Context: an optimization exercise on an open-source flow, tuned for small area, a short achievable clock period and few clock cycles per item. The choices shown serve that exercise and are no tape-out recipe.
RTL that was checked went through simulation tests only; none was proved equivalent to the original.
Power figures rest on the tool's default switching activity, not on a simulated workload.

Design pipelined_alu, start of the top module:
module pipelined_alu #(
   parameter int WIDTH   = 32,
   parameter int LATENCY = 2,
   parameter int TAG_W   = 8
) (
   input  logic             clk,
   input  logic             reset,
   input  logic             in_valid,
   output logic             in_ready,
   input  logic [WIDTH-1:0] op_a,
   input  logic [WIDTH-1:0] op_b,
   input  logic [3:0]       opcode,
   input  logic [TAG_W-1:0] in_tag,
   output logic             out_valid,
   input  logic             out_ready,
   output logic [WIDTH-1:0] result,
   output logic [TAG_W-1:0] out_tag,
   output logic             flag_z,
   output logic             flag_c,
   output logic             flag_v,
   output logic             err,
   output logic             busy
);
For scale: ~2000 cells after synthesis, ~130 I/O pins.
==> flow/config.mk <==
export PLATFORM = sky130hd
export DESIGN_NAME = pipelined_alu
export DESIGN_NICKNAME = pipelined_alu
export VERILOG_FILES = /design/flow/design.v
export SDC_FILE = /design/flow/constraint.sdc
export NUM_CORES = 4
export LEC_CHECK = 0
export CAP_MARGIN = 20
export CORE_MARGIN = 2
export CORE_UTILIZATION = 40
export SETUP_SLACK_MARGIN = 4.5
export SLEW_MARGIN = 20
export SYNTH_HIERARCHICAL = 1
==> flow/constraint.sdc <==
create_clock -name core_clock -period 10.0 [get_ports {clk}]
set_input_delay 2.0000 -clock core_clock [delete_from_list [all_inputs] [get_ports {clk}]]
set_output_delay 2.0000 -clock core_clock [all_outputs]
set_load 0.01 [all_outputs]
standard.sh (not shown) runs the stock make flow with config.mk's settings and CLKGATE_MAP_FILE= SYNTH_SCRIPT=/design/flow/synth_recipe.tcl, a recipe that flattens the netlist after the stock synthesis.
==> flow/flow/run.sh <==
#!/bin/bash
# The standard layout, with the ports buffered by buf_1 cells instead of the delay-type
# buffer that buffer_ports picks by default.
set -euo pipefail
bash standard.sh "BUFFER_PORTS_ARGS=-buffer_cell sky130_fd_sc_hd__buf_1" finish > standard_make.log 2>&1
Edit:
--- a/flow/design.v
+++ b/flow/design.v
@@ -53,41 +53,39 @@
       end
    end
    assign bm0 = ({32{is_mul}} & op_b) | ({32{is_sh}} & ohot) | ({32{use_ab0}} & (op_b ^ {32{sub_m}}));
    logic [31:0] ma;
    logic [7:0]  tag1;
    logic [3:0]  op1;
-   logic [15:0] one0, two0, neg0;
-   always_comb begin
-      for (int j = 0; j < 16; j++) begin
-         logic b0, b1, b2;
-         b0 = (j == 0) ? 1'b0 : bm0[2*j-1];
-         b1 = bm0[2*j];
-         b2 = bm0[2*j+1];
-         one0[j] = b1 ^ b0;
-         two0[j] = (b2 & !b1 & !b0) | (!b2 & b1 & b0);
-         neg0[j] = b2;
-      end
-   end
-   logic [15:0] d_one, d_two, d_neg;
+   logic [31:0] bm;
    logic fill1;
    always_ff @(posedge clk) begin
       if (adv) begin
-         ma <= ma0; d_one <= one0; d_two <= two0; d_neg <= neg0; tag1 <= in_tag; op1 <= op;
+         ma <= ma0; bm <= bm0; tag1 <= in_tag; op1 <= op;
          fill1 <= fill0;
       end
    end
    wire use_ab1 = op1 < 4'd5 || op1 == 4'd8 || op1 == 4'd9;
    wire cin1 = op1 == 4'd1 || op1 == 4'd8 || op1 == 4'd9;
-   logic [31:0] bm;
-   always_comb begin
-      for (int j = 0; j < 16; j++) begin
-         bm[2*j+1] = d_neg[j];
-         bm[2*j]   = d_one[j] ^ ((j == 0) ? 1'b0 : d_neg[j-1]);
-      end
-   end
+   logic [15:0] d_one, d_two, d_neg;
+   pipelined_alu_be u_be0 (.b2(bm[1]), .b1(bm[0]), .b0(1'b0), .one(d_one[0]), .two(d_two[0]), .neg(d_neg[0]));
+   pipelined_alu_be u_be1 (.b2(bm[3]), .b1(bm[2]), .b0(bm[1]), .one(d_one[1]), .two(d_two[1]), .neg(d_neg[1]));
+   pipelined_alu_be u_be2 (.b2(bm[5]), .b1(bm[4]), .b0(bm[3]), .one(d_one[2]), .two(d_two[2]), .neg(d_neg[2]));
+   pipelined_alu_be u_be3 (.b2(bm[7]), .b1(bm[6]), .b0(bm[5]), .one(d_one[3]), .two(d_two[3]), .neg(d_neg[3]));
+   pipelined_alu_be u_be4 (.b2(bm[9]), .b1(bm[8]), .b0(bm[7]), .one(d_one[4]), .two(d_two[4]), .neg(d_neg[4]));
+   pipelined_alu_be u_be5 (.b2(bm[11]), .b1(bm[10]), .b0(bm[9]), .one(d_one[5]), .two(d_two[5]), .neg(d_neg[5]));
+   pipelined_alu_be u_be6 (.b2(bm[13]), .b1(bm[12]), .b0(bm[11]), .one(d_one[6]), .two(d_two[6]), .neg(d_neg[6]));
+   pipelined_alu_be u_be7 (.b2(bm[15]), .b1(bm[14]), .b0(bm[13]), .one(d_one[7]), .two(d_two[7]), .neg(d_neg[7]));
+   pipelined_alu_be u_be8 (.b2(bm[17]), .b1(bm[16]), .b0(bm[15]), .one(d_one[8]), .two(d_two[8]), .neg(d_neg[8]));
+   pipelined_alu_be u_be9 (.b2(bm[19]), .b1(bm[18]), .b0(bm[17]), .one(d_one[9]), .two(d_two[9]), .neg(d_neg[9]));
+   pipelined_alu_be u_be10 (.b2(bm[21]), .b1(bm[20]), .b0(bm[19]), .one(d_one[10]), .two(d_two[10]), .neg(d_neg[10]));
+   pipelined_alu_be u_be11 (.b2(bm[23]), .b1(bm[22]), .b0(bm[21]), .one(d_one[11]), .two(d_two[11]), .neg(d_neg[11]));
+   pipelined_alu_be u_be12 (.b2(bm[25]), .b1(bm[24]), .b0(bm[23]), .one(d_one[12]), .two(d_two[12]), .neg(d_neg[12]));
+   pipelined_alu_be u_be13 (.b2(bm[27]), .b1(bm[26]), .b0(bm[25]), .one(d_one[13]), .two(d_two[13]), .neg(d_neg[13]));
+   pipelined_alu_be u_be14 (.b2(bm[29]), .b1(bm[28]), .b0(bm[27]), .one(d_one[14]), .two(d_two[14]), .neg(d_neg[14]));
+   pipelined_alu_be u_be15 (.b2(bm[31]), .b1(bm[30]), .b0(bm[29]), .one(d_one[15]), .two(d_two[15]), .neg(d_neg[15]));
    wire bo0 = d_one[0];
    wire bt0 = d_two[0];
    wire bn0 = d_neg[0];
    wire pp0_0 = (bo0 & ma[0]) ^ bn0;
    wire pp0_1 = ((bo0 & ma[1]) | (bt0 & ma[0])) ^ bn0;
    wire pp0_2 = ((bo0 & ma[2]) | (bt0 & ma[1])) ^ bn0;
@@ -1163,6 +1161,11 @@
 module pipelined_alu_pg (input logic gh, ph, gl, output logic g);
    assign g = gh | (ph & gl);
 endmodule
 module pipelined_alu_x2 (input logic a, b, output logic y);
    assign y = a ^ b;
 endmodule
+module pipelined_alu_be (input logic b2, b1, b0, output logic one, two, neg);
+   assign one = b1 ^ b0;
+   assign two = (b2 & !b1 & !b0) | (!b2 & b1 & b0);
+   assign neg = b2;
+endmodule
The new run finished with timing, DRC and antenna clean; register-to-register slack got worse by 0.02 ns; clock power is about the same; routed wire length went up by about 1%; die area decreases by 2.4%; non-clock buffer count went up by 44; setup slack gets better by 0.12 ns.
Testbench counts after the change, summed over its fixed seeds: cycles 16,016, items 16,000.
Only the layout flow was run in the first run of this note; the RTL was not checked for function there.

[port drivers added, routing unchanged]
Ports are ideal in the flow. The routed layouts listed here were re-timed in OpenROAD.
Step 1 assumes that a clkbuf_16 drives the clock port and a buf_2 every other input.
Step 2 moves the port delays by t, midway between the first and last clock arrival at a register: inputs arrive t later, outputs are due t later. That takes back most of the time a late clock gives input paths.
Slacks: ideal / step 1 / step 2; pairs: ideal / step 1.
| run | t (ns) | setup WS [ns] | slew at the worst register clock pin (ns) | worst data-port slew with drivers (ns) |
|---|---|---|---|---|
| the first run | 0.510 | 4.517 / 4.461 / 4.688 | 0.08 / 0.08 | 0.05 |
| the second run | 0.512 | 4.634 / 4.577 / 4.668 | 0.09 / 0.09 | 0.04 |
After both steps setup and hold are still met in every run listed.
